Context: an optimization exercise on an open-source flow, tuned for small area. The choices shown serve that exercise and are no tape-out recipe.
Where RTL was checked, it was by simulation tests only, not by an equivalence proof against the original.
No driver is modelled on the clock port, so clocking that relies on it looks cheaper here than on a real chip.
Power is estimated from default activity; no workload was simulated.

Setup of P:
==> module branch_target_buffer, before the edit <==
module branch_target_buffer
(
   input  logic        clk,
   input  logic        rst_n,
   input  logic [31:0] pc_i,
   output logic        hit_o,
   output logic        pred_taken_o,
   output logic [31:0] pred_target_o,
   input  logic        upd_valid_i,
   input  logic [31:0] upd_pc_i,
   input  logic [31:0] upd_imm_i,
   input  logic        upd_taken_i,
   input  logic        upd_jump_i,
   input  logic        flush_i
);
   logic [15:0] tbl_valid;
   logic [25:0] tbl_tag    [16];
   logic [31:0] tbl_target [16];
   logic [1:0]  tbl_ctr    [16];
   logic [15:0] lk_sel, lt_sel, up_sel;
   logic [15:0] valid_d;
   logic [15:0] we_ctr, we_tgt;
   logic        lk_valid_n, up_valid_n;
   logic [25:0] lk_tag_n, up_tag_n;
   logic [31:0] lk_target_n;
   logic        lk_ctr1_n;
   logic [1:0]  up_ctr_n;
   logic [2:0]  lk_miss, up_miss;
   logic [31:0] lk_inc_n;
   logic [3:0]  lk_taken;
   logic        up_hit;
   logic        up_tk;
   logic        up_wr;
   logic        clr_n;
   logic [1:0]  up_ctr;
   logic [1:0]  ctr_base;
   logic [1:0]  ctr_next;
   logic [31:0] up_target;
   always_comb begin
      for (int i = 0; i < 16; i++) begin
         lk_sel[i] = (pc_i[5:2] == i[3:0]);
         lt_sel[i] = (pc_i[5:2] == i[3:0]);
         up_sel[i] = (upd_pc_i[5:2] == i[3:0]);
      end
   end
   for (genvar b = 0; b < 26; b++) begin : g_tag
      logic [15:0] col;
      for (genvar i = 0; i < 16; i++) begin : g_col
         assign col[i] = tbl_tag[i][b];
      end
      btb_mux16n u_lk (.s(lk_sel), .d(col), .yn(lk_tag_n[b]));
      btb_mux16n u_up (.s(up_sel), .d(col), .yn(up_tag_n[b]));
   end
   for (genvar b = 0; b < 32; b++) begin : g_tgt
      logic [15:0] col;
      for (genvar i = 0; i < 16; i++) begin : g_col
         assign col[i] = tbl_target[i][b];
      end
      btb_mux16n u_lk (.s(lt_sel), .d(col), .yn(lk_target_n[b]));
   end
   for (genvar b = 0; b < 2; b++) begin : g_ctr
      logic [15:0] col;
      for (genvar i = 0; i < 16; i++) begin : g_col
         assign col[i] = tbl_ctr[i][b];
      end
      btb_mux16n u_up (.s(up_sel), .d(col), .yn(up_ctr_n[b]));
      if (b == 1) begin : g_lk
         btb_mux16n u_lk (.s(lk_sel), .d(col), .yn(lk_ctr1_n));
      end
   end
   btb_mux16n u_lk_valid (.s(lk_sel), .d(tbl_valid), .yn(lk_valid_n));
   btb_mux16n u_up_valid (.s(up_sel), .d(tbl_valid), .yn(up_valid_n));
   btb_tagcmp u_lk_cmp (.tag_n(lk_tag_n), .tag(pc_i[31:6]), .valid_n(lk_valid_n), .grp_miss(lk_miss));
   btb_nor3   u_hit    (.a(lk_miss[0]), .b(lk_miss[1]), .c(lk_miss[2]), .y(hit_o));
   for (genvar k = 0; k < 4; k++) begin : g_tk
      btb_nor4 u_tk (.a(lk_miss[0]), .b(lk_miss[1]), .c(lk_miss[2]), .d(lk_ctr1_n), .y(lk_taken[k]));
   end
   assign pred_taken_o = lk_taken[0];
   assign lk_inc_n = ~{pc_i[31:2] + 30'd1, pc_i[1:0]};
   for (genvar b = 0; b < 32; b++) begin : g_out
      btb_mux2i u_o (.a0(lk_inc_n[b]), .a1(lk_target_n[b]), .s(lk_taken[b / 8]), .y(pred_target_o[b]));
   end
   btb_tagcmp_s u_up_cmp (.tag_n(up_tag_n), .tag(upd_pc_i[31:6]), .valid_n(up_valid_n), .grp_miss(up_miss));
   assign up_hit = ~|up_miss;
   assign up_tk  = upd_taken_i || upd_jump_i;
   assign up_wr  = upd_valid_i && (up_hit || up_tk);
   assign up_ctr = ~up_ctr_n;
   assign clr_n  = rst_n && !flush_i;
   btb_add32 u_add (.a(upd_pc_i), .b(upd_imm_i), .s(up_target));
   assign ctr_base = up_hit ? up_ctr : branch_target_buffer_pkg::CTR_WNT;
   bpred_sat_counter u_ctr (
      .ctr      (ctr_base),
      .taken    (up_tk),
      .force_st (upd_jump_i),
      .ctr_next (ctr_next)
   );
   for (genvar i = 0; i < 16; i++) begin : g_ent
      assign we_ctr[i] = up_wr && up_sel[i];
      assign we_tgt[i] = upd_valid_i && up_tk && up_sel[i];
      btb_vnext u_vnext (.clr_n(clr_n), .v(tbl_valid[i]), .we(we_ctr[i]), .y(valid_d[i]));
      always_ff @(posedge clk) begin
         tbl_valid[i] <= valid_d[i];
         if (we_ctr[i]) tbl_ctr[i] <= ctr_next;
         if (we_tgt[i]) begin
            tbl_tag[i]    <= upd_pc_i[31:6];
            tbl_target[i] <= up_target;
         end
      end
   end
endmodule
==> flow/config.mk <==
export PLATFORM = sky130hd
export DESIGN_NAME = branch_target_buffer
export DESIGN_NICKNAME = branch_target_buffer
export VERILOG_FILES = /design/flow/design.v
export SDC_FILE = /design/flow/constraint.sdc
export NUM_CORES = 4
export LEC_CHECK = 0
export CAP_MARGIN = 20
export CORE_MARGIN = 2
export CORE_UTILIZATION = 50
export SLEW_MARGIN = 20
export SYNTH_HIERARCHICAL = 1
==> flow/constraint.sdc <==
create_clock -name core_clock -period 7.0 [get_ports {clk}]
set_input_delay 1.4000 -clock core_clock [delete_from_list [all_inputs] [get_ports {clk}]]
set_output_delay 1.4000 -clock core_clock [all_outputs]
set_load 0.01 [all_outputs]
standard.sh (not shown) runs the stock make flow with config.mk's settings and CLKGATE_MAP_FILE= SYNTH_SCRIPT=/design/flow/synth_recipe.tcl, a recipe that flattens the netlist after the stock synthesis.
==> flow/flow/run.sh <==
#!/bin/bash
# Own layout flow: the standard flow, with these changes after synthesis.
#  - ports are buffered with buf_2 instead of the flow's default buffer;
#  - placement, repair and routing may not use buffers larger than buf_6
#    (flow/dont_use.tcl, sourced before each of those steps);
#  - the clock tree uses clkbuf_8, sink clusters of up to 14 within 60 um and no dummy loads.
# Synthesis is the standard one, run unchanged. Each step's output goes to its
# own log file here.
set -euo pipefail
DU=$PWD/flow/dont_use.tcl
bash standard.sh synth > synth.log 2>&1
bash standard.sh \
   "BUFFER_PORTS_ARGS=-buffer_cell sky130_fd_sc_hd__buf_2" \
   "CTS_ARGS=-sink_clustering_enable -repair_clock_nets -dont_use_dummy_load -buf_list sky130_fd_sc_hd__clkbuf_8 -sink_clustering_size 14 -sink_clustering_max_diameter 60" \
   "PRE_GLOBAL_PLACE_TCL=$DU" "PRE_RESIZE_TCL=$DU" "PRE_DETAIL_PLACE_TCL=$DU" \
   "PRE_CTS_TCL=$DU" "PRE_GLOBAL_ROUTE_TCL=$DU" "PRE_REPAIR_TIMING_POST_PLACE_TCL=$DU" \
   finish > finish.log 2>&1
==> flow/flow/dont_use.tcl <==
set_dont_use {sky130_fd_sc_hd__buf_8 sky130_fd_sc_hd__buf_12 sky130_fd_sc_hd__buf_16 sky130_fd_sc_hd__bufbuf_8 sky130_fd_sc_hd__bufbuf_16 sky130_fd_sc_hd__clkdlybuf4s50_1 sky130_fd_sc_hd__clkdlybuf4s50_2}
P was carried through to the last stage, and its layout satisfied the timing, DRC and antenna checks.
The following lists how Q was set up differently from P:
--- a/flow/design.v
+++ b/flow/design.v
@@ -225,13 +225,13 @@
    input  logic        flush_i
 );
    logic [15:0] tbl_valid;
    logic [25:0] tbl_tag    [16];
    logic [31:0] tbl_target [16];
    logic [1:0]  tbl_ctr    [16];
-   logic [15:0] lk_sel, lt_sel, up_sel;
+   logic [15:0] lk_sel, up_sel;
    logic [15:0] valid_d;
    logic [15:0] we_ctr, we_tgt;
    logic        lk_valid_n, up_valid_n;
    logic [25:0] lk_tag_n, up_tag_n;
    logic [31:0] lk_target_n;
    logic        lk_ctr1_n;
@@ -247,13 +247,12 @@
    logic [1:0]  ctr_base;
    logic [1:0]  ctr_next;
    logic [31:0] up_target;
    always_comb begin
       for (int i = 0; i < 16; i++) begin
          lk_sel[i] = (pc_i[5:2] == i[3:0]);
-         lt_sel[i] = (pc_i[5:2] == i[3:0]);
          up_sel[i] = (upd_pc_i[5:2] == i[3:0]);
       end
    end
    for (genvar b = 0; b < 26; b++) begin : g_tag
       logic [15:0] col;
       for (genvar i = 0; i < 16; i++) begin : g_col
@@ -264,13 +263,13 @@
    end
    for (genvar b = 0; b < 32; b++) begin : g_tgt
       logic [15:0] col;
       for (genvar i = 0; i < 16; i++) begin : g_col
          assign col[i] = tbl_target[i][b];
       end
-      btb_mux16n u_lk (.s(lt_sel), .d(col), .yn(lk_target_n[b]));
+      btb_mux16n u_lk (.s(lk_sel), .d(col), .yn(lk_target_n[b]));
    end
    for (genvar b = 0; b < 2; b++) begin : g_ctr
       logic [15:0] col;
       for (genvar i = 0; i < 16; i++) begin : g_col
          assign col[i] = tbl_ctr[i][b];
       end
Results
From P to Q, clock-buffer cell count did not move at all.
Diff Q..P | final total negative setup slack | unchanged
Any difference in share of cells above drive strength 1 between Q and P is small enough to ignore.
Taking P as the reference, in Q non-clock buffer count neither gained nor lost much, overall die height neither gained nor lost much, chip width roughly the same, wire length reported by the detailed router essentially unchanged, clock power now sits at about the same level.
Setup slack came out exactly the same in P and Q.
From Q to P, total design power did not move at all.
No functional check of the RTL was part of any run of this note.

---

branch_target_buffer, a different RTL version from the one above (not shown whole).
Size: ~2,200 cells after synthesis, roughly 980 flip-flops, ~140 I/O pins, ~38,000 µm² of cells after synthesis.
==> module btb_dec16, before the edit <==
module btb_dec16
(
   input  logic [3:0]  a,
   output logic [15:0] y
);
   logic [3:0] lo_n, hi_n;
   always_comb begin
      for (int k = 0; k < 4; k++) begin
         lo_n[k] = ~(a[1:0] == k[1:0]);
         hi_n[k] = ~(a[3:2] == k[1:0]);
      end
   end
   for (genvar i = 0; i < 16; i++) begin : g_y
      btb_nor2 u_y (.a(lo_n[i % 4]), .b(hi_n[i / 4]), .y(y[i]));
   end
endmodule
==> module branch_target_buffer, before the edit <==
module branch_target_buffer
(
   input  logic        clk,
   input  logic        rst_n,
   input  logic [31:0] pc_i,
   output logic        hit_o,
   output logic        pred_taken_o,
   output logic [31:0] pred_target_o,
   input  logic        upd_valid_i,
   input  logic [31:0] upd_pc_i,
   input  logic [31:0] upd_imm_i,
   input  logic        upd_taken_i,
   input  logic        upd_jump_i,
   input  logic        flush_i
);
   logic [15:0] tbl_valid;
   logic [25:0] tbl_tag    [16];
   logic [31:0] tbl_target [16];
   logic [1:0]  tbl_ctr    [16];
   logic [15:0] lk_sel, lt_sel, up_sel;
   logic [15:0] valid_d;
   logic [15:0] we_ctr, we_tgt;
   logic        lk_valid_n, up_valid_n;
   logic [25:0] lk_tag_n, up_tag_n;
   logic [31:0] lk_target_n;
   logic        lk_ctr1_n;
   logic [1:0]  up_ctr_n;
   logic [2:0]  lk_miss, up_miss;
   logic [31:0] lk_inc_n;
   logic [3:0]  lk_taken;
   logic        up_hit;
   logic        up_tk;
   logic        up_wr;
   logic        clr_n;
   logic [1:0]  up_ctr;
   logic [1:0]  ctr_base;
   logic [1:0]  ctr_next;
   logic [31:0] up_target;
   btb_dec16 u_lk_dec (.a(pc_i[5:2]),     .y(lk_sel));
   btb_dec16 u_lt_dec (.a(pc_i[5:2]),     .y(lt_sel));
   btb_dec16 u_up_dec (.a(upd_pc_i[5:2]), .y(up_sel));
   for (genvar b = 0; b < 26; b++) begin : g_tag
      logic [15:0] col;
      for (genvar i = 0; i < 16; i++) begin : g_col
         assign col[i] = tbl_tag[i][b];
      end
      btb_mux16n u_lk (.s(lk_sel), .d(col), .yn(lk_tag_n[b]));
      btb_mux16n u_up (.s(up_sel), .d(col), .yn(up_tag_n[b]));
   end
   for (genvar b = 0; b < 32; b++) begin : g_tgt
      logic [15:0] col;
      for (genvar i = 0; i < 16; i++) begin : g_col
         assign col[i] = tbl_target[i][b];
      end
      btb_mux16n u_lk (.s(lt_sel), .d(col), .yn(lk_target_n[b]));
   end
   for (genvar b = 0; b < 2; b++) begin : g_ctr
      logic [15:0] col;
      for (genvar i = 0; i < 16; i++) begin : g_col
         assign col[i] = tbl_ctr[i][b];
      end
      btb_mux16n u_up (.s(up_sel), .d(col), .yn(up_ctr_n[b]));
      if (b == 1) begin : g_lk
         btb_mux16n u_lk (.s(lk_sel), .d(col), .yn(lk_ctr1_n));
      end
   end
   btb_mux16n u_lk_valid (.s(lk_sel), .d(tbl_valid), .yn(lk_valid_n));
   btb_mux16n u_up_valid (.s(up_sel), .d(tbl_valid), .yn(up_valid_n));
   btb_tagcmp u_lk_cmp (.tag_n(lk_tag_n), .tag(pc_i[31:6]), .valid_n(lk_valid_n), .grp_miss(lk_miss));
   btb_nor3   u_hit    (.a(lk_miss[0]), .b(lk_miss[1]), .c(lk_miss[2]), .y(hit_o));
   for (genvar k = 0; k < 4; k++) begin : g_tk
      btb_nor4 u_tk (.a(lk_miss[0]), .b(lk_miss[1]), .c(lk_miss[2]), .d(lk_ctr1_n), .y(lk_taken[k]));
   end
   assign pred_taken_o = lk_taken[0];
   assign lk_inc_n = ~{pc_i[31:2] + 30'd1, pc_i[1:0]};
   for (genvar b = 0; b < 32; b++) begin : g_out
      btb_mux2i u_o (.a0(lk_inc_n[b]), .a1(lk_target_n[b]), .s(lk_taken[b / 8]), .y(pred_target_o[b]));
   end
   btb_tagcmp u_up_cmp (.tag_n(up_tag_n), .tag(upd_pc_i[31:6]), .valid_n(up_valid_n), .grp_miss(up_miss));
   assign up_hit = ~|up_miss;
   assign up_tk  = upd_taken_i || upd_jump_i;
   assign up_wr  = upd_valid_i && (up_hit || up_tk);
   assign up_ctr = ~up_ctr_n;
   assign clr_n  = rst_n && !flush_i;
   btb_add32 u_add (.a(upd_pc_i), .b(upd_imm_i), .s(up_target));
   assign ctr_base = up_hit ? up_ctr : branch_target_buffer_pkg::CTR_WNT;
   bpred_sat_counter u_ctr (
      .ctr      (ctr_base),
      .taken    (up_tk),
      .force_st (upd_jump_i),
      .ctr_next (ctr_next)
   );
   for (genvar i = 0; i < 16; i++) begin : g_ent
      assign we_ctr[i] = up_wr && up_sel[i];
      assign we_tgt[i] = upd_valid_i && up_tk && up_sel[i];
      btb_vnext u_vnext (.clr_n(clr_n), .v(tbl_valid[i]), .we(we_ctr[i]), .y(valid_d[i]));
      always_ff @(posedge clk) begin
         tbl_valid[i] <= valid_d[i];
         if (we_ctr[i]) tbl_ctr[i] <= ctr_next;
         if (we_tgt[i]) begin
            tbl_tag[i]    <= upd_pc_i[31:6];
            tbl_target[i] <= up_target;
         end
      end
   end
endmodule
clock: 7.0 ns
lec_check: 0
cap_margin: 20
core_margin: 2
core_utilization: 50
slew_margin: 20
synth_hierarchical: 1
Scripts as last shown in full above: flow/flow/run.sh, flow/flow/dont_use.tcl
Change:
--- a/flow/design.v
+++ b/flow/design.v
@@ -165,28 +165,12 @@
       end else begin : g_even
          logic p, g;
          btb_ha    u_h (.a(a[i]), .b(b[i]), .s(p), .co(g));
          btb_a21oi u_c (.a1(p), .a2(c[i]), .b1(g), .y(c[i+1]));
          btb_xor2  u_s (.a(p), .b(c[i]), .y(s[i]));
       end
-   end
-endmodule
-module btb_dec16
-(
-   input  logic [3:0]  a,
-   output logic [15:0] y
-);
-   logic [3:0] lo_n, hi_n;
-   always_comb begin
-      for (int k = 0; k < 4; k++) begin
-         lo_n[k] = ~(a[1:0] == k[1:0]);
-         hi_n[k] = ~(a[3:2] == k[1:0]);
-      end
-   end
-   for (genvar i = 0; i < 16; i++) begin : g_y
-      btb_nor2 u_y (.a(lo_n[i % 4]), .b(hi_n[i / 4]), .y(y[i]));
    end
 endmodule
 module btb_vnext
 (
    input  logic clr_n,
    input  logic v,
@@ -230,15 +214,19 @@
    logic        up_wr;
    logic        clr_n;
    logic [1:0]  up_ctr;
    logic [1:0]  ctr_base;
    logic [1:0]  ctr_next;
    logic [31:0] up_target;
-   btb_dec16 u_lk_dec (.a(pc_i[5:2]),     .y(lk_sel));
-   btb_dec16 u_lt_dec (.a(pc_i[5:2]),     .y(lt_sel));
-   btb_dec16 u_up_dec (.a(upd_pc_i[5:2]), .y(up_sel));
+   always_comb begin
+      for (int i = 0; i < 16; i++) begin
+         lk_sel[i] = (pc_i[5:2] == i[3:0]);
+         lt_sel[i] = (pc_i[5:2] == i[3:0]);
+         up_sel[i] = (upd_pc_i[5:2] == i[3:0]);
+      end
+   end
    for (genvar b = 0; b < 26; b++) begin : g_tag
       logic [15:0] col;
       for (genvar i = 0; i < 16; i++) begin : g_col
          assign col[i] = tbl_tag[i][b];
       end
       btb_mux16n u_lk (.s(lk_sel), .d(col), .yn(lk_tag_n[b]));
Wire length drops by 2.2%.
Sequential share of layout area increases by 0.17 points.
Global-route usage came out lower by 0.88 points.
Die area hardly moves.
Power stays flat.
Fmax is lower by 2.3%.
Area after synthesis stays flat.
Setup slack loses 0.16 ns.
Non-clock buffer count grows by 16.
Clock skew hardly moves.
Worst hold slack is about the same.
Sequential power stays flat.
The RTL of the first run of this note was laid out without a check of its function.

-- separate check: timing with driven ports --
The flow's constraints put no driver on any port. The routed layouts listed below were extracted and timed again, unchanged, in two steps. Step 1 sets driving cells, clkbuf_16 on the clock port and buf_2 on the other inputs (assumed; they add their load-dependent delay and slew). Step 2 times the ports against the registers' clock, not the clock port: input delays grow and output delays shrink by t, the midpoint of the rising clock arrivals with the driver on. Three values: ideal ports, drivers, drivers and shift; two values: the first two.
| run | t, ns | setup slack, ns | worst setup path at the end |
|---|---|---|---|
| P | 0.754 | 0.120 / 0.097 / -0.400 | input to register |
| Q | 0.754 | 0.120 / 0.097 / -0.400 | input to register |
| the first run of note 2 | 0.738 | 0.317 / 0.248 / -0.380 | input to register |
| the second run of note 2 | 0.754 | 0.157 / 0.130 / -0.410 | input to register |
Met with ideal ports but missed after step 2: setup timing in every run listed. For the first run of note 2, which loses most, drivers alone change the setup slack by -0.069 ns; drivers and shift together by -0.697 ns.
